Source: an optimization exercise on an open RTL-to-GDS flow (aim: small area, a short achievable clock period and few clock cycles per item). Production flows keep margins and buffers that such runs may drop.
Only simulation tests tie the RTL to the original design; equivalence was not proved.

==> flow/design.v (excerpt) <==
module broken_down_time_to_epoch (
  input  logic               clk_i,
  input  logic               rst_ni,
  input  logic               start,
  output logic               busy,
  input  logic signed [10:0] second_in_i,
  input  logic signed [10:0] minute_in_i,
  input  logic signed [10:0] hour_in_i,
  input  logic signed [10:0] day_in_i,
  input  logic signed [7:0]  month_in_i,
  input  logic        [7:0]  year_in_i,
  output logic               done_o,
  output logic        [5:0]  second_out_o,
  output logic        [5:0]  minute_out_o,
  output logic        [4:0]  hour_out_o,
  output logic        [4:0]  day_out_o,
  output logic        [3:0]  month_out_o,
  output logic signed [9:0]  year_out_o,
  output logic        [8:0]  day_of_year_o,
  output logic signed [33:0] epoch_seconds_o
);
Size: about 1700 cells after synthesis, ~37 flip-flops, roughly 140 I/O pins.
==> flow/config.mk <==
export PLATFORM = sky130hd
export DESIGN_NAME = broken_down_time_to_epoch
export DESIGN_NICKNAME = broken_down_time_to_epoch
export VERILOG_FILES = /design/flow/design.v
export SDC_FILE = /design/flow/constraint.sdc
export NUM_CORES = 4
export LEC_CHECK = 0
export CAP_MARGIN = 20
export CORE_MARGIN = 2
export CORE_UTILIZATION = 40
export SLEW_MARGIN = 20
==> flow/constraint.sdc <==
create_clock -name core_clock -period 9.0 [get_ports {clk_i}]
set_input_delay 1.8000 -clock core_clock [delete_from_list [all_inputs] [get_ports {clk_i}]]
set_output_delay 1.8000 -clock core_clock [all_outputs]
set_load 0.01 [all_outputs]
standard.sh (not shown) runs the stock make flow with config.mk's settings and CLKGATE_MAP_FILE= SYNTH_SCRIPT=/design/flow/synth_recipe.tcl, a recipe that flattens the netlist after the stock synthesis.
==> flow/flow/run.sh <==
#!/bin/bash
# The standard layout, with the port buffers made from sky130_fd_sc_hd__buf_1
# cells instead of the default delay buffers. make's output goes to
# flow_make.log in the work folder; each ORFS step keeps its own log under
# orfs/logs.
set -euo pipefail
export BUFFER_PORTS_ARGS="-buffer_cell sky130_fd_sc_hd__buf_1"
bash standard.sh > flow_make.log 2>&1
The starting point produced a clean layout.
Testbench counts at the start, summed over its fixed seeds: cycles 9,600, items 4,800.
Change:
==> flow/run.sh (new file) <==
#!/bin/bash
# synth_recipe.tcl (not shown) runs the flow's synth.tcl, then flattens the netlist and writes it again
# the make line also repeats each setting of config.mk as NAME=value (left out here)
make -C /OpenROAD-flow-scripts/flow DESIGN_CONFIG=/design/flow/config.mk WORK_HOME=/design/flow/orfs CLKGATE_MAP_FILE= SYNTH_SCRIPT=/design/flow/synth_recipe.tcl finish
removed: flow/flow/run.sh
removed: flow/standard.sh
What happened: The changed run finished clean. Synthesized cell count does not change. Setup slack gains 0.014 ns. Clock skew stays flat. Fmax stays flat. Cell area went up by 6.0%. Routed wire length went up by 0.59%. Synthesized area stays the same. Core utilization rose by 2.7 points.
Change:
==> flow/flow/run.sh (new file) <==
#!/bin/bash
# The standard layout, with the port buffers made from sky130_fd_sc_hd__buf_2
# cells instead of the default delay buffers, and power recovery (cells on
# paths with slack downsized) after global routing. make's output goes to
# flow_make.log in the work folder; each ORFS step keeps its own log under
# orfs/logs.
set -euo pipefail
export BUFFER_PORTS_ARGS="-buffer_cell sky130_fd_sc_hd__buf_2"
export RECOVER_POWER=100
bash standard.sh > flow_make.log 2>&1
==> flow/standard.sh (new file) <==
#!/bin/bash
# synth_recipe.tcl (not shown) runs the flow's synth.tcl, then flattens the netlist and writes it again
# the make line also repeats each setting of config.mk as NAME=value (left out here)
make -C /OpenROAD-flow-scripts/flow DESIGN_CONFIG=/design/flow/config.mk WORK_HOME=/design/flow/orfs CLKGATE_MAP_FILE= SYNTH_SCRIPT=/design/flow/synth_recipe.tcl "${@:-finish}"
removed: flow/run.sh
After rerunning:
- With this change the flow completed, yet does not pass: capacitance limit, slew limit
- register-to-register slack got worse by 1.5 ns
- setup slack improved by 0.087 ns
- core utilization went down by 2.9 points
- routed wire length went down by 2.0%
- clock-buffer cell count went down by 1
Change:
==> flow/flow/run.sh (replaced) <==
#!/bin/bash
# The standard layout, with the port buffers made from sky130_fd_sc_hd__buf_2
# cells instead of the default delay buffers. make's output goes to
# flow_make.log in the work folder; each ORFS step keeps its own log under
# orfs/logs.
set -euo pipefail
export BUFFER_PORTS_ARGS="-buffer_cell sky130_fd_sc_hd__buf_2"
bash standard.sh > flow_make.log 2>&1
Now the flow went through all stages and came out clean; cell area went up by 0.81%; setup slack loses 0.0077 ns; routed wire length hardly moves; first-iteration DRC count went down by 11%; sequential cell count stays the same; fmax is about the same; synthesized area stays the same; via count went up by 0.39%; core utilization went up by 0.36 points.

-- re-timing with driven ports --
The results above use ideal ports. As a check the final layouts listed here were re-extracted and re-timed, cells and wires unchanged.
Step 1 sets driving cells, clkbuf_16 on the clock port and buf_2 on the other inputs (assumed; they add their load-dependent delay and slew).
Step 2, shift: input delay + t, output delay - t, t = (earliest + latest rising clock arrival at the registers) / 2. This alone moves slack from input paths to output paths.
Slacks: no drivers / after step 1 / after step 2; pairs: no drivers / after step 1.
run | t (ns) | slack for setup (ns) | worst hold slack (ns) | worst setup path at the end
the first run | 0.315 | 0.433 / 0.396 / 0.675 | 0.689 / 0.689 / 0.689 | input to register
the second run | 0.310 | 0.447 / 0.410 / 0.332 | 0.772 / 0.772 / 0.772 | input to register
the third run | 0.312 | 0.534 / 0.499 / 0.302 | 1.276 / 1.276 / 1.276 | input to register
the fourth run | 0.312 | 0.527 / 0.491 / 0.804 | 0.790 / 0.790 / 0.790 | register to output
The setup slack of the third run, which loses most, moves by -0.035 ns with the drivers and by -0.232 ns with both steps.
